Source: an optimization exercise on an open RTL-to-GDS flow (aim: small area and a short achievable clock period). Production flows keep margins and buffers that such runs may drop. Only simulation tests tie the RTL to the original design; equivalence was not proved. No driver is modelled on the clock port, so clocking that relies on it looks cheaper here than on a real chip. Power is estimated from default activity; no workload was simulated.

**flow/flow/run.sh**
```bash
#!/bin/bash
# The standard layout (the standard.sh) with these changes:
#  - ports are buffered with buf_1 (the standard flow picks a delay cell);
#  - pins may sit on adjacent routing tracks so the die can be small; the
#    clock pin sits alone in the middle of the left edge;
#  - the clock tree is built by flow/mytree.tcl before CTS (4 root buffers
#    fed by the clock port, each driving a set of leaf buffers that drive
#    clusters of flip-flops), and TritonCTS is told to leave it alone.
set -euo pipefail
here=$(pwd)
D=$(awk '/^export DIE_AREA/{print $7}' config.mk)
mid=$(( ${D%.*} / 2 ))
export MYTREE_K=${MYTREE_K:-36} MYTREE_R=${MYTREE_R:-4}
export MYTREE_LEAF=${MYTREE_LEAF:-sky130_fd_sc_hd__clkbuf_16} MYTREE_ROOT=${MYTREE_ROOT:-sky130_fd_sc_hd__clkbuf_16}
bash standard.sh \
  "BUFFER_PORTS_ARGS=-buffer_cell sky130_fd_sc_hd__buf_1" \
  "PLACE_PINS_ARGS=-min_distance 1 -min_distance_in_tracks -exclude left:$((mid-12))-$((mid+12))" \
  "PRE_IO_PLACEMENT_TCL=$here/flow/clkpin.tcl" \
  "PRE_CTS_TCL=$here/flow/mytree.tcl" \
  finish > flow_make.log 2>&1
```
**flow/flow/clkpin.tcl**
```tcl
# Put the clock pin in the middle of the left edge, in a stretch of edge the
# other pins keep out of (PLACE_PINS_ARGS excludes it), so the clock's wiring
# has room next to its pin.
set die [[ord::get_db_block] getDieArea]
set ymid [expr {([$die yMin] + [$die yMax]) / 2.0 / 1000.0}]
place_pin -pin_name clk -layer met3 -location [list 0 $ymid] -force_to_die_boundary
```
**flow/flow/mytree.tcl**
```tcl
# Build a two-level clock tree: one root buffer driving one leaf buffer per
# cluster of flip-flops (k-means on their positions).
proc mytree_kmeans {pts k capf} {
  # pts: list of {id x y}; returns {assign centers}
  set n [llength $pts]
  set sorted [lsort -real -index 1 $pts]
  set centers {}
  for {set c 0} {$c < $k} {incr c} {
    set s [lindex $sorted [expr {int(($c + 0.5) * $n / $k)}]]
    lappend centers [list [lindex $s 1] [lindex $s 2]]
  }
  set cap [expr {int(ceil($capf * $n / $k))}]
  for {set iter 0} {$iter < 30} {incr iter} {
    set cnt [lrepeat $k 0]
    set order {}
    set idx 0
    foreach s $pts {
      set best 1e18
      set x [lindex $s 1]; set y [lindex $s 2]
      foreach c $centers {
        set d [expr {abs($x - [lindex $c 0]) + abs($y - [lindex $c 1])}]
        if {$d < $best} { set best $d }
      }
      lappend order [list $idx $best]
      incr idx
    }
    set assign [lrepeat $n -1]
    foreach o [lsort -real -index 1 $order] {
      set i [lindex $o 0]
      set s [lindex $pts $i]
      set x [lindex $s 1]; set y [lindex $s 2]
      set cl {}
      set c 0
      foreach ce $centers {
        lappend cl [list $c [expr {abs($x - [lindex $ce 0]) + abs($y - [lindex $ce 1])}]]
        incr c
      }
      foreach e [lsort -real -index 1 $cl] {
        set c [lindex $e 0]
        if {[lindex $cnt $c] < $cap} {
          lset cnt $c [expr {[lindex $cnt $c] + 1}]
          lset assign $i $c
          break
        }
      }
    }
    set sx [lrepeat $k 0.0]; set sy [lrepeat $k 0.0]
    for {set i 0} {$i < $n} {incr i} {
      set c [lindex $assign $i]
      lset sx $c [expr {[lindex $sx $c] + [lindex $pts $i 1]}]
      lset sy $c [expr {[lindex $sy $c] + [lindex $pts $i 2]}]
    }
    set centers {}
    for {set c 0} {$c < $k} {incr c} {
      set m [lindex $cnt $c]
      if {$m == 0} { set m 1 }
      lappend centers [list [expr {[lindex $sx $c] / $m}] [expr {[lindex $sy $c] / $m}]]
    }
  }
  return [list $assign $centers $cnt]
}

proc mytree_build {} {
  set block [ord::get_db_block]
  set clk_net [$block findNet clk]
  set leaf_master [[ord::get_db] findMaster $::env(MYTREE_LEAF)]
  set root_master [[ord::get_db] findMaster $::env(MYTREE_ROOT)]
  set k $::env(MYTREE_K)
  set r $::env(MYTREE_R)
  set sinks {}
  foreach it [$clk_net getITerms] {
    set inst [$it getInst]
    set bb [$inst getBBox]
    lappend sinks [list $it [expr {([$bb xMin] + [$bb xMax]) / 2.0}] [expr {([$bb yMin] + [$bb yMax]) / 2.0}]]
  }
  set n [llength $sinks]
  lassign [mytree_kmeans $sinks $k 1.15] assign centers cnt
  set leaves {}
  for {set c 0} {$c < $k} {incr c} { lappend leaves [list $c {*}[lindex $centers $c]] }
  lassign [mytree_kmeans $leaves $r 1.0] rassign rcenters rcnt
  set root_nets {}
  for {set q 0} {$q < $r} {incr q} {
    set root [odb::dbInst_create $block $root_master clkbuf_root_$q]
    $root setLocation [expr {int([lindex $rcenters $q 0])}] [expr {int([lindex $rcenters $q 1])}]
    $root setPlacementStatus PLACED
    set rn [odb::dbNet_create $block clknet_root_$q]
    $rn setSigType CLOCK
    [$root findITerm A] connect $clk_net
    [$root findITerm X] connect $rn
    lappend root_nets $rn
  }
  set leaf_nets {}
  for {set c 0} {$c < $k} {incr c} {
    set leaf [odb::dbInst_create $block $leaf_master clkbuf_leaf_$c]
    $leaf setLocation [expr {int([lindex $centers $c 0])}] [expr {int([lindex $centers $c 1])}]
    $leaf setPlacementStatus PLACED
    set ln [odb::dbNet_create $block clknet_leaf_$c]
    $ln setSigType CLOCK
    [$leaf findITerm A] connect [lindex $root_nets [lindex $rassign $c]]
    [$leaf findITerm X] connect $ln
    lappend leaf_nets $ln
  }
  for {set i 0} {$i < $n} {incr i} {
    set it [lindex $sinks $i 0]
    $it disconnect
    $it connect [lindex $leaf_nets [lindex $assign $i]]
  }
  puts "mytree: $n sinks, $k leaves ($cnt), $r roots ($rcnt)"
}
mytree_build
# Keep TritonCTS off the nets built here.
set mytree_nets {}
foreach net [[ord::get_db_block] getNets] {
  if {[string match clknet_root_* [$net getName]] || [string match clknet_leaf_* [$net getName]] || [$net getName] eq "clk"} {
    lappend mytree_nets [$net getName]
  }
}
set_cts_config -skip_nets $mytree_nets
set_propagated_clock [all_clocks]
```
**flow/standard.sh**
```bash
#!/bin/bash
# synth_recipe.tcl (not shown) runs the flow's synth.tcl, then flattens the netlist and writes it again
# the make line also repeats each setting of config.mk as NAME=value (left out here)
make -C /OpenROAD-flow-scripts/flow DESIGN_CONFIG=/design/flow/config.mk WORK_HOME=/design/flow/orfs CLKGATE_MAP_FILE= SYNTH_SCRIPT=/design/flow/synth_recipe.tcl "${@:-finish}"
```
**flow/config.mk**
```make
export PLATFORM = sky130hd
export DESIGN_NAME = reg_file_direct_backend
export DESIGN_NICKNAME = reg_file_direct_backend
export VERILOG_FILES = /design/flow/design.v
export SDC_FILE = /design/flow/constraint.sdc
export NUM_CORES = 4
export LEC_CHECK = 0
export CAP_MARGIN = 20
export CORE_AREA = 5 5 295 295
export DIE_AREA = 0 0 300 300
export SETUP_SLACK_MARGIN = 1.6
export SLEW_MARGIN = 20
export SYNTH_HIERARCHICAL = 1
```
**flow/constraint.sdc**
```tcl
create_clock -name core_clock -period 3.6 [get_ports {clk}]
set_input_delay 0.7200 -clock core_clock [delete_from_list [all_inputs] [get_ports {clk}]]
set_output_delay 0.7200 -clock core_clock [all_outputs]
set_load 0.01 [all_outputs]
```
**flow/design.v**
```verilog
module reg_file_direct_backend #(
  parameter int unsigned REGISTER_WIDTH = 32,
  parameter int unsigned NUM_REGISTERS  = 24,
  parameter logic [NUM_REGISTERS*REGISTER_WIDTH-1:0] RESET_VALUES = {
    32'h0000_0000, 32'h0000_0000, 32'hFFFF_FFFF, 32'h0000_0000,
    32'h0000_0000, 32'h8000_0001, 32'h0000_0000, 32'h0000_0000,
    32'h0000_0000, 32'h0000_0000, 32'h0000_00FF, 32'h0000_0000,
    32'h0000_0000, 32'h0000_0000, 32'h0BAD_F00D, 32'h0000_0000,
    32'h0000_0000, 32'h0000_0000, 32'h0000_0000, 32'h0000_0000,
    32'hDEAD_BEEF, 32'h0000_0000, 32'h0000_0000, 32'h0000_0000
  },
  parameter logic [NUM_REGISTERS-1:0] RO_MASK = 24'h02_0012,
  parameter int unsigned ADDR_W = $clog2(NUM_REGISTERS)
) (
  input  logic                        clk,
  input  logic                        rst,
  input  logic [NUM_REGISTERS*REGISTER_WIDTH-1:0] write_data,
  input  logic [NUM_REGISTERS-1:0]    write_req,
  output logic [NUM_REGISTERS*REGISTER_WIDTH-1:0] read_data,
  input  logic                        bus_req,
  input  logic                        bus_we,
  input  logic [ADDR_W-1:0]           bus_addr,
  input  logic [REGISTER_WIDTH-1:0]   bus_wdata,
  input  logic [REGISTER_WIDTH/8-1:0] bus_wstrb,
  output logic                        bus_ack,
  output logic                        bus_err,
  output logic [REGISTER_WIDTH-1:0]   bus_rdata,
  output logic [NUM_REGISTERS-1:0]    reg_updated
);
  localparam int unsigned NUM_BYTES = REGISTER_WIDTH / 8;
  logic [NUM_REGISTERS-1:0][REGISTER_WIDTH-1:0] regs_q, regs_d;
  logic [NUM_REGISTERS-1:0]                     upd_q, upd_d;
  logic                                         resp_q;
  logic                                         err_q;
  logic [REGISTER_WIDTH-1:0]                    rdata_q, rdata_d;
  logic [NUM_REGISTERS-1:0] dsel;      
  logic [NUM_REGISTERS-1:0] asel;      
  logic                     addr_ok;
  logic                     conflict;
  logic [NUM_REGISTERS-1:0] rsel;      
  assign read_data = regs_q;
  assign addr_ok   = (32'(bus_addr) < NUM_REGISTERS);
  assign dsel      = write_req & ~RO_MASK;
  logic [3:0] dec_lo;
  logic [5:0] dec_hi, dec_hi_rd;
  reg_file_addr_predec u_predec (
    .addr (bus_addr),
    .we   (bus_we),
    .lo   (dec_lo),
    .hi   (dec_hi),
    .hi_rd(dec_hi_rd)
  );
  for (genvar i = 0; i < NUM_REGISTERS; i++) begin : g_dec
    reg_file_and2 u_asel (.a(dec_lo[i % 4]), .b(dec_hi[i / 4]),    .y(asel[i]));
    reg_file_and2 u_rsel (.a(dec_lo[i % 4]), .b(dec_hi_rd[i / 4]), .y(rsel[i]));
  end
  assign conflict = |(asel & dsel);
  for (genvar k = 0; k < REGISTER_WIDTH; k++) begin : g_rbit
    logic [NUM_REGISTERS-1:0] col;
    for (genvar i = 0; i < NUM_REGISTERS; i++) begin : g_col
      assign col[i] = regs_q[i][k];
    end
    reg_file_read_bit u_read (.sel(rsel), .col(col), .d(rdata_d[k]));
  end
  logic [NUM_BYTES-1:0] bstb;
  assign bstb = {NUM_BYTES{bus_req & bus_we & ~resp_q}} & bus_wstrb;
  logic [NUM_REGISTERS-1:0][NUM_BYTES-1:0] bsel, hsel;
  for (genvar i = 0; i < NUM_REGISTERS; i++) begin : g_ctl
    for (genvar b = 0; b < NUM_BYTES; b++) begin : g_byte
      reg_file_byte_ctl u_ctl (
        .ds (dsel[i]),
        .as (asel[i]),
        .st (bstb[b]),
        .bs (bsel[i][b]),
        .hs (hsel[i][b])
      );
    end
  end
  for (genvar i = 0; i < NUM_REGISTERS; i++) begin : g_reg
    for (genvar k = 0; k < REGISTER_WIDTH; k++) begin : g_bit
      if (RO_MASK[i]) begin : g_ro
        reg_file_bit_next_ro u_next (
          .bs (bsel[i][k/8]),
          .hs (hsel[i][k/8]),
          .bd (bus_wdata[k]),
          .q  (regs_q[i][k]),
          .d  (regs_d[i][k])
        );
      end else begin : g_rw
        reg_file_bit_next u_next (
          .ds (dsel[i]),
          .bs (bsel[i][k/8]),
          .hs (hsel[i][k/8]),
          .wd (write_data[i*REGISTER_WIDTH + k]),
          .bd (bus_wdata[k]),
          .q  (regs_q[i][k]),
          .d  (regs_d[i][k])
        );
      end
    end
  end
  assign upd_d = dsel | ({NUM_REGISTERS{bus_req & bus_we & ~resp_q}} & asel);
  always_ff @(posedge clk or posedge rst) begin
    if (rst) begin
      regs_q <= RESET_VALUES;
      upd_q  <= '0;
      resp_q <= 1'b0;
    end else begin
      regs_q <= regs_d;
      upd_q  <= upd_d;
      resp_q <= ~resp_q & bus_req & ~(bus_we & addr_ok & conflict);
    end
  end
  always_ff @(posedge clk) begin
    err_q   <= ~addr_ok;
    rdata_q <= rdata_d;
  end
  assign bus_ack     = resp_q;
  assign bus_err     = err_q;
  assign bus_rdata   = rdata_q;
  assign reg_updated = upd_q;
endmodule
module reg_file_bit_next (
  input  logic ds,
  input  logic bs,
  input  logic hs,
  input  logic wd,
  input  logic bd,
  input  logic q,
  output logic d
);
  assign d = (ds & wd) | (bs & bd) | (hs & q);
endmodule
module reg_file_byte_ctl (
  input  logic ds,
  input  logic as,
  input  logic st,
  output logic bs,
  output logic hs
);
  assign bs = as & st & ~ds;
  assign hs = ~((as & st) | ds);
endmodule
module reg_file_bit_next_ro (
  input  logic bs,
  input  logic hs,
  input  logic bd,
  input  logic q,
  output logic d
);
  assign d = (bs & bd) | (hs & q);
endmodule
module reg_file_read_bit (
  input  logic [23:0] sel,
  input  logic [23:0] col,
  output logic        d
);
  logic [5:0] quad;
  logic [1:0] tri_n;
  for (genvar g = 0; g < 6; g++) begin : g_quad
    reg_file_read_quad u_quad (.sel(sel[4*g +: 4]), .col(col[4*g +: 4]), .y(quad[g]));
  end
  for (genvar g = 0; g < 2; g++) begin : g_tri
    reg_file_nor3 u_tri (.a(quad[3*g]), .b(quad[3*g+1]), .c(quad[3*g+2]), .y(tri_n[g]));
  end
  assign d = ~&tri_n;
endmodule
module reg_file_read_quad (
  input  logic [3:0] sel,
  input  logic [3:0] col,
  output logic       y
);
  logic [3:0] one_n;
  for (genvar g = 0; g < 4; g++) begin : g_one
    reg_file_read_one u_one (.sel(sel[g]), .col(col[g]), .y_n(one_n[g]));
  end
  assign y = ~&one_n;
endmodule
module reg_file_read_one (
  input  logic sel,
  input  logic col,
  output logic y_n
);
  assign y_n = ~(sel & col);
endmodule
module reg_file_nor3 (
  input  logic a,
  input  logic b,
  input  logic c,
  output logic y
);
  assign y = ~(a | b | c);
endmodule
module reg_file_and2 (
  input  logic a,
  input  logic b,
  output logic y
);
  assign y = a & b;
endmodule
module reg_file_addr_predec (
  input  logic [4:0] addr,
  input  logic       we,
  output logic [3:0] lo,
  output logic [5:0] hi,
  output logic [5:0] hi_rd
);
  for (genvar j = 0; j < 4; j++) begin : g_lo
    assign lo[j] = (addr[1:0] == 2'(j));
  end
  for (genvar m = 0; m < 6; m++) begin : g_hi
    assign hi[m]    = (addr[4:2] == 3'(m));
    assign hi_rd[m] = (addr[4:2] == 3'(m)) & ~we;
  end
endmodule
```
==> run notes, run 1 <==
Detail Placement HPWL 189.1 mm; Antenna Nets Post-Route 0; Layout fillers 7751; Via Count ~47k; cell mode on critical path buf_6; core area 0.08356 mm^2; Critical Path Stages 9; top post-synthesis cells by area dfrtp_1, a222oi_1, nand2_1; GR Util met1 61.65%; number of max-cap violations 0; Final Non-Filler Cells between 6k and 7k; RSZ-0062 raised after global routing true; Critical Path End Type register; status no timing/DRC/antenna violations; Fin Setup TNS 0 ns; crit share post-route between 50% and 60%; Yosys top cell area share a little under half; Async SR Flop Fraction 96.00%; Die X roughly 300 um; drt pass-1 iters 15; critical path arrival ~2.5 ns; initial antenna violation count around 120; GP Congestion 1.159; Main synth FF type dfrtp_1; P_sw just under 7000 uW; Initial Utilization 45.18%; Crit path max-delay family buffers and inverters; Clock Latency Late Sink 0.45 ns; Worst Path Buf+Inv 5; power density cells between 400 and 500 mW/mm^2; layout cells sized above 1 12.82%; Final Power 20350 uW; grt total ovfl 0; clk_skew 0.04478 ns; Residual DRC 0; Post-Syn Area 0.03775 mm^2; first-pass GRT wire length 336.3 mm; internal cell power about 13000 uW; Worst Setup Start Kind register; Worst Reg2Reg Path Length in Cells 9; Ports around 1.7k; CP max stage delay about 0.45 ns; Die Ht 300 um; Vias/cell 6.957; Crit Path Category register to register; Final setup viols 0; syn avg cell area 10.39 um^2; Ys Warns 7; Crit Path Max Fanout 8; M3 GR Usage about a quarter; Synth Register Bits 826; sequential cell area 0.02061 mm^2; Leak Pwr 0.02298 uW; max frequency between 400 and 500 MHz; DRT Wirelength 256.1 mm; post-route cell area 0.05020 mm^2; minimum clock period 2.133 ns; largest net degree at the start of global routing around 120; vias in the first global route about 42k; synth cell count leaders nand2_1, dfrtp_1, inv_1, a222oi_1, nand4_1; DP Area 0.04631 mm^2; Req. time, crit path between 3 and 4 ns; WL/cell roughly 38 um; WHS 0.3526 ns; most common cell in the netlist nand2_1; Hold Vio Cnt, Final 0; Worst-Margin Slew ~1.1 ns; busiest grt layer met2; post-synth top area cell dfrtp_1; Layout area overhead 33.00%; footprint of the multi-input gates 0.01587 mm^2; std cell rows 106; Clk pwr share 25.1%; combinational share of power 21.3%; Worst path slowest cell dfrtp_2; reg-to-reg slack, setup 1.47 ns; unique cell type count in the Yosys netlist 32; Die ar. 0.09000 mm^2; Placed Instances around 6.4k; Max VDD drop 0.0003709 V; Seq/Total Area, Yosys 54.59%; Final Max Tran Viols 0; fin nets 6324; number of flops mapped to enable cells by yosys 0; Reg clk slew, reported paths 0.11 ns; starting DRC count in detailed routing about 10k; GRT Util Overall 52.05%; worst min path class primary input to async pin; Reg power frac 53.6%; Max-slew headroom 24.70%; CP cell instances nor2b_4, buf_6, buf_8, and3_4, buf_6, buf_12, a21oi_4, a222oi_1, inv_1; Syn Inst Count 3633; met2 Track Usage GR 71.56%; I/O Buffers between 1.5k and 2k; sw frac 33.77%
final timing paths:
kind / from / to
worst max-delay path: resp_q / regs_q[294]
worst min-delay path: rst / regs_q[762]
worst max register to register: resp_q / regs_q[294]
worst min register to register: regs_q[154] / regs_q[154]
max in group asynchronous: rst / regs_q[249]
min in group core_clock: write_data[529] / regs_q[529]
what timing repair did:
| item | in CTS | in global routing |
|---|---|---|
| pin swaps | 44 | 261 |
| resized for setup | 131 | 224 |
| setup buffers | 35 | 45 |
| endpoints found under the setup margin | 810 | 736 |
| hold buffers | 0 | 0 |
| cloned | 14 | 25 |
cells in the final DEF (no fill, tap or decap), types with 4 or more instances in the layout:
cell type	count
nor2b_4	5
nand4_1	193
and3_1	4
buf_1	1488
conb_1	24
and3_4	17
and2_2	4
and2_4	34
nand2_2	6
clkbuf_2	58
inv_1	673
nor3_4	7
nand2_1	792
buf_6	24
a21o_1	20
dfrtp_1	710
and3b_2	64
a21oi_4	45
buf_12	45
a22oi_1	4
nor3_2	58
a21oi_1	14
buf_4	123
a21oi_2	37
a222oi_1	672
and2_1	19
buf_8	10
buf_2	10
clkbuf_16	53
a22o_1	99
diode_2	130
dfxtp_1	32
and3b_1	34
dfstp_2	81
registers in the layout (all words and copies together) (netlist names):
signal   count
err_q        1
rdata_q     32
regs_q     768
resp_q       1
upd_q       24
power groups by stage:
stage | Combinational, uW | Sequential (uW) | Clock (uW)
after floorplan | 1260 | 11100 | 0
after global placement | 3700 | 11000 | 0
after detailed placement | 3740 | 11000 | 0
after CTS | 3870 | 10800 | 5030
after global routing | 4420 | 10900 | 5350
final | 4330 | 10900 | 5120
modules after synthesis, one instance, submodules excluded, excerpt:
| module | flip-flops and latches | area, um^2 | cells |
|---|---|---|---|
| reg_file_bit_next_ro | 0 | 8.758 | 1 |
| reg_file_direct_backend | 826 | 21000 | 878 |
| reg_file_read_one | 0 | 3.754 | 1 |
| reg_file_byte_ctl | 0 | 13.76 | 2 |
| reg_file_and2 | 0 | 6.256 | 1 |
| reg_file_addr_predec | 0 | 190.2 | 19 |
kinds of logic after synthesis:
family | count (synthesis) | share of synthesized area (%)
and+or+nand+nor | 1230 | 16.53
DFF | 826 | 54.59
AOI/OAI and AO/OA | 897 | 22.04
other | 1 | 0.009935
buffers and inverters | 679 | 6.832
worst register-to-register path: cells and delay by family, from the launching register on:
kind / cells / cell delay (ns)
AOI/OAI and AO/OA: 2 / 0.55
buffers and inverters: 5 / 0.59
and+or+nand+nor: 2 / 0.41
DFF: 1 / 0.45
stage by stage:
stage / utilization [%] / setup slack [ns]
floorplan: - / -7.937
global placement: 55.43 / 0.5824
detailed placement: 55.43 / 0.5137
CTS: 57.63 / 1.531
global route: 59.88 / 1.441
finish: 60.08 / 1.467
cell type report:
type | count | share of cell area (%)
plain buffers | 40 | 1.994
diodes | 130 | 0.6480
repair buffers | 1772 | 16.95
flip-flops and latches | 826 | 41.05
inverters | 674 | 5.047
multi-input cells | 2173 | 31.61
well taps | 1080 | 2.692
routing by layer:
| layer | vias up | wire length (um) |
|---|---|---|
| met3 | 1223 | 43490 |
| li1 | 17840 | - |
| met1 | 22760 | 82340 |
| met4 | 34 | 28640 |
| met5 | - | 507 |
| met2 | 4720 | 101200 |
==> inputs of run 2 (changes only) <==
--- a/flow/flow/run.sh
+++ b/flow/flow/run.sh
@@ -4,6 +4,8 @@
 #  - pins may sit on adjacent routing tracks so the die can be small; the
-#    clock pin sits alone in the middle of the left edge;
+#    clock pin sits alone in the middle of the left edge (flow/clkpin.tcl);
 #  - the clock tree is built by flow/mytree.tcl before CTS (4 root buffers
 #    fed by the clock port, each driving a set of leaf buffers that drive
-#    clusters of flip-flops), and TritonCTS is told to leave it alone.
+#    clusters of flip-flops), and TritonCTS is told to leave it alone;
+#  - after CTS, flow/postcts.tcl runs one more setup repair on the worst path.
+# make's output goes to flow_make.log; each step's log is under orfs/logs/.
 set -euo pipefail
@@ -14,2 +16,3 @@
 export MYTREE_LEAF=${MYTREE_LEAF:-sky130_fd_sc_hd__clkbuf_16} MYTREE_ROOT=${MYTREE_ROOT:-sky130_fd_sc_hd__clkbuf_16}
+export POSTCTS_MARGIN=${POSTCTS_MARGIN:-1.9}
 bash standard.sh \
@@ -19,2 +22,3 @@
   "PRE_CTS_TCL=$here/flow/mytree.tcl" \
+  "POST_CTS_TCL=$here/flow/postcts.tcl" \
   finish > flow_make.log 2>&1
==> flow/flow/postcts.tcl (new file) <==
# After CTS: one more setup repair aimed at the worst path only (the standard
# repair spreads its effort over every endpoint below the margin and stops
# early), then legalize again.
estimate_parasitics -placement
repair_timing -setup_margin $::env(POSTCTS_MARGIN) -repair_tns 0 -verbose
detailed_placement
check_placement -verbose
==> run notes, run 2 <==
Die X 300 um (unchanged); Crit Path Category primary input to register (was register to register); vias in the first global route 42.01k (was 41.80k); Die ar. 0.09000 mm^2 (unchanged); first-pass GRT wire length 338.2 mm (was 336.3 mm); unique cell type count in the Yosys netlist 32 (unchanged); Main synth FF type dfrtp_1 (unchanged); I/O Buffers 1563 (unchanged); drt pass-1 iters 13 (was 15); Regs by FF count regs_q x768, rdata_q x32, upd_q x24 (unchanged); Initial Utilization 45.18% (unchanged); Critical Path End Type register (unchanged); number of max-cap violations 0 (unchanged); Crit Path Max Fanout 7 (was 8); Synth Register Bits 826 (unchanged); status no timing/DRC/antenna violations (unchanged); most common cell in the netlist nand2_1 (unchanged); Top reg by flops regs_q (unchanged); Die Ht 300 um (unchanged); Syn Inst Count 3633 (unchanged); CP max stage delay 0.37 ns (was 0.45 ns); layout cells sized above 1 13.18% (was 12.82%); Antenna Nets Post-Route 0 (unchanged); Reg clk slew, reported paths 0.09 ns (was 0.11 ns); worst min path class primary input to async pin (unchanged); Worst path slowest cell nor3_4 (was dfrtp_2); GRT Util Overall 52.41% (was 52.05%); power density cells 403.0 mW/mm^2 (was 405.3 mW/mm^2); most common cell after layout, fill and taps aside buf_1 (unchanged); clk_skew 0.05114 ns (was 0.04478 ns); std cell rows 106 (unchanged); crit share post-route 58.78% (was 59.24%); Final Max Tran Viols 0 (unchanged); Ys Warns 7 (unchanged); Worst-Margin Slew 1.112 ns (was 1.129 ns); GP Congestion 1.159 (unchanged); Post-Syn Area 0.03775 mm^2 (unchanged); initial antenna violation count 127 (was 124); Fin Setup TNS 0 ns (unchanged); fin nets 6338 (was 6324); Layout area overhead 33.25% (was 33.00%); Max VDD drop 0.0003719 V (was 0.0003709 V); Detail Placement HPWL 189.1 mm (unchanged); CP cell instances buf_12, buf_12, buf_8, nor4bb_4, buf_6, buf_12, and2_2, nand2_1, nand4_1, nor3_4, nand2_1 (was nor2b_4, buf_6, buf_8, and3_4, buf_6, buf_12, a21oi_4, a222oi_1, inv_1); RSZ-0062 raised after global routing true (unchanged); syn avg cell area 10.39 um^2 (unchanged); Residual DRC 0 (unchanged); DP Area 0.04631 mm^2 (unchanged); core area 0.08356 mm^2 (unchanged); grt total ovfl 0 (unchanged); Final setup viols 0 (unchanged); post-synth top area cell dfrtp_1 (unchanged); Crit path max-delay family simple AND/OR/NAND/NOR gates (was buffers and inverters); synth cell count leaders nand2_1, dfrtp_1, inv_1, a222oi_1, nand4_1 (unchanged); max frequency 472.6 MHz (was 468.9 MHz); Max-slew headroom 25.86% (was 24.70%); post-route cell area 0.05030 mm^2 (was 0.05020 mm^2); starting DRC count in detailed routing 10.78k (was 10.43k); Worst Path Buf+Inv 5 (unchanged); minimum clock period 2.116 ns (was 2.133 ns); Vias/cell 6.979 (was 6.957); max reg flops 768 (unchanged); Final Power 20270 uW (was 20350 uW); Clock Latency Late Sink 0.46 ns (was 0.45 ns); top post-synthesis cells by area dfrtp_1, a222oi_1, nand2_1 (unchanged); Async SR Flop Fraction 96.00% (unchanged); cell mode on critical path buf_12 (was buf_6); Ports 1662 (unchanged); WHS 0.3592 ns (was 0.3526 ns); WL/cell 38.14 um (was 38.26 um); most frequent cells in the layout buf_1, nand2_1, dfrtp_1 (unchanged); DRT Wirelength 255.7 mm (was 256.1 mm); Req. time, crit path 3.91 ns (was 3.92 ns); Leak Pwr 0.02310 uW (was 0.02298 uW); Worst Setup Start Kind primary input (was register); Seq/Total Area, Yosys 54.59% (unchanged); largest net degree at the start of global routing 124 (unchanged); critical path arrival 2.43 ns (was 2.45 ns); Yosys top cell area share 47.20% (unchanged); Hold Vio Cnt, Final 0 (unchanged); number of flops mapped to enable cells by yosys 0 (unchanged); Via Count 46.80k (was 46.57k)
## run 2: cell counts after synthesis
No cell type changed its count.
## run 2: power breakdown
part	leakage, uW	internal, uW	switching, uW
Combinational	0.0127	1380	2880
Clock	0.000494	2000	3110
Sequential	0.00995	10100	843
Total	0.0231	13400	6830
## run 2: kinds of logic after synthesis
group	after synthesis	share of synthesized area (%)
AO/OA/AOI/OAI	897	22.04
AND/OR/NAND/NOR	1230	16.53
flip-flops	826	54.59
other	1	0.009935
buffers and inverters	679	6.832
## run 2: routing by layer
| metal | vias up | routed length, um | track usage (%) |
|---|---|---|---|
| met5 | - | 271 | 3.409 |
| met2 | 4763 | 102300 | 72.24 |
| li1 | 17870 | - | - |
| met4 | 32 | 28620 | 40.70 |
| met3 | 1303 | 42950 | 26.02 |
| met1 | 22830 | 81640 | 61.79 |
## run 2: stage by stage
| step | std cells | worst slack, ns | util (%) |
|---|---|---|---|
| after floorplan | 3656 | -7.937 | - |
| after global placement | 6406 | 0.5824 | 55.43 |
| after detailed placement | 6406 | 0.5137 | 55.43 |
| after global routing | 6643 | 1.486 | 60.01 |
| final | 6705 | 1.484 | 60.20 |
## run 2: cell type report
class	instances	area, um^2
multi-input cells	2172	15810
flip-flops and latches	826	20610
fillers	7748	33260
inverters	674	2534
plain buffers	40	1001
well taps	1080	1351
diodes	126	315.3
repair buffers	1787	8680
## run 2: Yosys stat by module (local to each module, per instance)
module                   times used  area [um^2]
reg_file_addr_predec              1        190.2
reg_file_and2                    48        6.256
reg_file_bit_next               672        13.76
reg_file_bit_next_ro             96        8.758
reg_file_byte_ctl                96        13.76
reg_file_direct_backend           1        21000
reg_file_nor3                    64        10.01
reg_file_read_bit                32        3.754
reg_file_read_one               768        3.754
reg_file_read_quad              192        6.256
## run 2: worst paths after layout
kind                       cells after the start           to  slack [ns]            start
min reg2reg                                    1  regs_q[154]        0.53      regs_q[154]
min in group core_clock                        3  regs_q[615]        0.49  write_data[615]
max in group asynchronous                      4  regs_q[219]        2.08              rst
min                                            2  regs_q[762]        0.36              rst
max reg2reg                                    5    regs_q[8]        1.51           resp_q
max                                           11  rdata_q[22]        1.48           bus_we
## run 2: worst register-to-register path, cell delays in order (launching register included)
cell and delay, ns:
dfrtp_2 0.45, nor2b_4 0.23, and3_2 0.55, a21oi_2 0.24
a222oi_1 0.40, inv_1 0.07
==> inputs of run 3 (changes only) <==
--- a/flow/flow/run.sh
+++ b/flow/flow/run.sh
@@ -8,3 +8,4 @@
 #    clusters of flip-flops), and TritonCTS is told to leave it alone;
-#  - after CTS, flow/postcts.tcl runs one more setup repair on the worst path.
+#  - after CTS (flow/postcts.tcl) and after global routing (flow/postgrt.tcl),
+#    more setup repair passes on the worst path.
 # make's output goes to flow_make.log; each step's log is under orfs/logs/.
@@ -14,5 +15,6 @@
 mid=$(( ${D%.*} / 2 ))
-export MYTREE_K=${MYTREE_K:-36} MYTREE_R=${MYTREE_R:-4}
+export MYTREE_K=${MYTREE_K:-44} MYTREE_R=${MYTREE_R:-4}
 export MYTREE_LEAF=${MYTREE_LEAF:-sky130_fd_sc_hd__clkbuf_16} MYTREE_ROOT=${MYTREE_ROOT:-sky130_fd_sc_hd__clkbuf_16}
-export POSTCTS_MARGIN=${POSTCTS_MARGIN:-1.9}
+export POSTCTS_MARGINS=${POSTCTS_MARGINS:-"1.9 2.1 2.3"}
+export POSTGRT_MARGINS=${POSTGRT_MARGINS:-"1.9 2.1 2.3"}
 bash standard.sh \
@@ -23,2 +25,3 @@
   "POST_CTS_TCL=$here/flow/postcts.tcl" \
+  "POST_GLOBAL_ROUTE_TCL=$here/flow/postgrt.tcl" \
   finish > flow_make.log 2>&1
--- a/flow/flow/mytree.tcl
+++ b/flow/flow/mytree.tcl
@@ -1,3 +1,3 @@
-# Build a two-level clock tree: one root buffer driving one leaf buffer per
-# cluster of flip-flops (k-means on their positions).
+# Build a two-level clock tree: root buffers fed by the clock port, each driving
+# leaf buffers, each driving a cluster of flip-flops (k-means on positions).
 proc mytree_kmeans {pts k capf} {
==> flow/flow/postcts.tcl (replaced) <==
# After CTS: more setup repair passes, each aimed at the worst path only (the
# standard repair spreads its effort over every endpoint below the margin and
# stops early), with legalization after each pass.
foreach margin $::env(POSTCTS_MARGINS) {
  estimate_parasitics -placement
  repair_timing -setup_margin $margin -repair_tns 0 -verbose
  detailed_placement
}
check_placement -verbose
==> flow/flow/postgrt.tcl (new file) <==
# After global routing: more setup repair passes on the worst path with global
# route parasitics, then legalize and re-route the nets that changed, as the
# standard global route step does after its own repair.
global_route -start_incremental
estimate_parasitics -global_routing
foreach margin $::env(POSTGRT_MARGINS) {
  repair_timing -setup_margin $margin -repair_tns 0 -verbose
}
detailed_placement
check_placement -verbose
global_route -end_incremental -congestion_report_file $::env(REPORTS_DIR)/congestion_post_extra_repair.rpt
estimate_parasitics -global_routing
write_guides $::env(RESULTS_DIR)/route.guide
--- a/flow/config.mk
+++ b/flow/config.mk
@@ -10,3 +10,3 @@
 export DIE_AREA = 0 0 300 300
-export SETUP_SLACK_MARGIN = 1.6
+export SETUP_SLACK_MARGIN = 1.3
 export SLEW_MARGIN = 20
==> run notes, run 3 <==
top post-synthesis cells by area dfrtp_1, a222oi_1, nand2_1 (unchanged); sw frac 33.50% (was 33.69%); drt pass-1 iters 14 (was 13); Worst path slowest cell a222oi_1 (was nor3_4); crit share post-route 55.94% (was 58.78%); Reg clk slew, reported paths 0.09 ns (about the same); grt total ovfl 0 (unchanged); minimum clock period 2.014 ns (was 2.116 ns); max reg flops 768 (unchanged); P_sw 6957 uW (was 6829 uW); internal cell power 13810 uW (was 13440 uW); std cell rows 106 (unchanged); reg-to-reg slack, setup 1.59 ns (was 1.51 ns); Top reg by flops regs_q (unchanged); Leak Pwr 0.02320 uW (was 0.02310 uW); Ys Warns 7 (unchanged); Crit Path Category primary input to register (unchanged); Final Max Tran Viols 0 (unchanged); Crit Path Max Fanout 10 (was 7); first-pass GRT wire length 344.8 mm (was 338.2 mm); initial antenna violation count 162 (was 127); CP cell instances clkbuf_4, nor2_4, and2_4, a21oi_2, a222oi_1, inv_1 (was buf_12, buf_12, buf_8, nor4bb_4, buf_6, buf_12, and2_2, nand2_1, nand4_1, nor3_4, nand2_1); Die X 300 um (unchanged); Worst Setup Start Kind primary input (unchanged); WL/cell 38.83 um (was 38.14 um); clk_skew 0.06129 ns (was 0.05114 ns); most common cell in the netlist nand2_1 (unchanged); I/O Buffers 1563 (unchanged); Layout fillers 7674 (was 7748); Synth Register Bits 826 (unchanged); largest net degree at the start of global routing 118 (was 124); vias in the first global route 41.75k (was 42.01k); combinational share of power 20.7% (was 21.0%); final worst slack 1.586 ns (was 1.484 ns); status no timing/DRC/antenna violations (unchanged); unique cell type count in the Yosys netlist 32 (unchanged); Critical Path End Type register (unchanged); most frequent cells in the layout buf_1, nand2_1, dfrtp_1 (unchanged); Antenna Nets Post-Route 0 (unchanged); synth cell count leaders nand2_1, dfrtp_1, inv_1, a222oi_1, nand4_1 (unchanged); post-synth top area cell dfrtp_1 (unchanged); post-route cell area 0.05020 mm^2 (was 0.05030 mm^2); Reg power frac 52.4% (was 53.8%); GRT Util Overall 54.07% (was 52.41%); number of flops mapped to enable cells by yosys 0 (unchanged); CP max stage delay 0.53 ns (was 0.37 ns); Setup WS pre-CTS 0.3706 ns (was 0.5137 ns); Req. time, crit path 3.91 ns (about the same); core area 0.08356 mm^2 (unchanged); origin of the critical flop-to-flop path resp_q (unchanged); number of max-cap violations 0 (unchanged); Via Count 46.59k (was 46.80k); Residual DRC 0 (unchanged); worst r2r dst regs_q[669] (was regs_q[8]); Final setup viols 0 (unchanged); Post-Syn Area 0.03775 mm^2 (unchanged); DRT Wirelength 261.1 mm (was 255.7 mm); Detail Placement HPWL 186.4 mm (was 189.1 mm); Syn Inst Count 3633 (unchanged); max frequency 496.6 MHz (was 472.6 MHz); Regs by FF count regs_q x768, rdata_q x32, upd_q x24 (unchanged); Clock Latency Late Sink 0.48 ns (was 0.46 ns); power density cells 413.7 mW/mm^2 (was 403.0 mW/mm^2); Worst-Margin Slew 1.104 ns (was 1.112 ns); Yosys top cell area share 47.20% (unchanged); Final Power 20760 uW (was 20270 uW); Ports 1662 (unchanged); Async SR Flop Fraction 96.00% (unchanged); DP Area 0.04625 mm^2 (was 0.04631 mm^2); starting DRC count in detailed routing 11.40k (was 10.78k); syn avg cell area 10.39 um^2 (unchanged); Die Ht 300 um (unchanged); Die ar. 0.09000 mm^2 (unchanged); most common cell after layout, fill and taps aside buf_1 (unchanged); Hold Vio Cnt, Final 0 (unchanged); Clk pwr share 27.0% (was 25.2%); Max VDD drop 0.0003536 V (was 0.0003719 V); Layout area overhead 32.99% (was 33.25%); fin nets 6329 (was 6338); Initial Utilization 45.18% (unchanged); Seq/Total Area, Yosys 54.59% (unchanged); layout cells sized above 1 13.48% (was 13.18%); Worst Reg2Reg Path Length in Cells 6 (was 5); GP Congestion 1.107 (was 1.159); worst min path class primary input to async pin (unchanged); Max-slew headroom 26.41% (was 25.86%); Main synth FF type dfrtp_1 (unchanged); critical path arrival 2.32 ns (was 2.43 ns); Vias/cell 6.929 (was 6.979)
[run 3: cell type report]
class | count | area, um^2 | area share, %
tap | 1080 | 1351 | 2.692
buffer | 48 | 1201 | 2.393
inverter | 674 | 2534 | 5.047
sequential | 826 | 20610 | 41.06
timing repair buffer | 1777 | 8543 | 17.02
multi-input combinational | 2165 | 15570 | 31.03
antenna | 154 | 385.4 | 0.7677
[run 3: per-layer routing]
metal | wire, um | track usage, % | vias up | share of wire (%)
li1 | - | - | 17860 | -
met1 | 83280 | 63.89 | 22440 | 32
met2 | 101800 | 73.75 | 4939 | 39
met3 | 46800 | 28.85 | 1296 | 18
met4 | 28670 | 40.21 | 52 | 11
met5 | 564 | 3.193 | - | 0.22
[run 3: per-module statistics from Yosys (local to each module, per instance)]
| module | times used | flops+latches | cells | cell area (um^2) |
|---|---|---|---|---|
| reg_file_bit_next_ro | 96 | 0 | 1 | 8.758 |
| reg_file_bit_next | 672 | 0 | 2 | 13.76 |
| reg_file_read_one | 768 | 0 | 1 | 3.754 |
| reg_file_byte_ctl | 96 | 0 | 2 | 13.76 |
| reg_file_direct_backend | 1 | 826 | 878 | 21000 |
| reg_file_addr_predec | 1 | 0 | 19 | 190.2 |
| reg_file_read_bit | 32 | 0 | 1 | 3.754 |
| reg_file_nor3 | 64 | 0 | 1 | 10.01 |
| reg_file_and2 | 48 | 0 | 1 | 6.256 |
| reg_file_read_quad | 192 | 0 | 1 | 6.256 |
[run 3: critical path: cells and delay by family]
family | cells | cell delay, ns
AO/OA/AOI/OAI | 2 | 0.69
AND/OR/NAND/NOR | 2 | 0.62
buffers and inverters | 2 | 0.30
[run 3: power groups by stage]
stage	Sequential, uW	Combinational (uW)	Clock (uW)
finish	10900	4290	5600
detailed placement	11000	3760	0
floorplan	11100	1240	0
global placement	11000	3730	0
[run 3: worst max-delay path by stage]
stage | startpoint | to | cells after the start
after floorplan | rst | regs_q[0] | 1
after global placement | bus_addr[4] | regs_q[537] | 6
after detailed placement | bus_addr[4] | regs_q[520] | 6
final | bus_addr[0] | regs_q[406] | 6
[run 3: metrics by stage]
step	util, %	hold slack, ns	instances	setup TNS [ns]
after detailed placement	55.35	0.5060	6417	0
after floorplan	-	0.5511	3656	-6044.35
after global placement	55.35	0.5040	6417	0
final	60.08	0.3731	6724	0
[run 3: logic make-up (layout without fill, tap and decap cells)]
logic type | Yosys count | in the layout | synth area share, %
AO/OA/AOI/OAI | 897 | 897 | 22.04
buffers and inverters | 679 | 2499 | 6.832
flip-flops | 826 | 826 | 54.59
other | 1 | 178 | 0.009935
AND/OR/NAND/NOR | 1230 | 1244 | 16.53

## static timing again, ports no longer ideal
The results above use ideal ports. As a check the final layouts listed here were re-extracted and re-timed, cells and wires unchanged. Step 1, drivers: a clkbuf_16 drives clk and a buf_2 each remaining input, both assumed. Step 2 also shifts input and output timing later by t, the mid clock arrival at the registers, as if the neighbouring blocks saw the same clock. Slacks: no drivers / after step 1 / after step 2; pairs: no drivers / after step 1.
| run | t, ns | setup WS [ns] | worst register clock-pin slew, ns | worst data-port slew with drivers (ns) |
|---|---|---|---|---|
| run 1 | 0.580 | 1.467 / 1.415 / 0.871 | 0.11 / 0.11 | 0.38 |
| run 2 | 0.582 | 1.484 / 1.380 / 0.830 | 0.12 / 0.12 | 0.31 |
| run 3 | 0.603 | 1.586 / 1.433 / 0.899 | 0.10 / 0.10 | 0.36 |
After both steps every run listed still meets setup and hold. The setup slack of run 3, which loses most, moves by -0.153 ns with the drivers and by -0.687 ns with both steps.
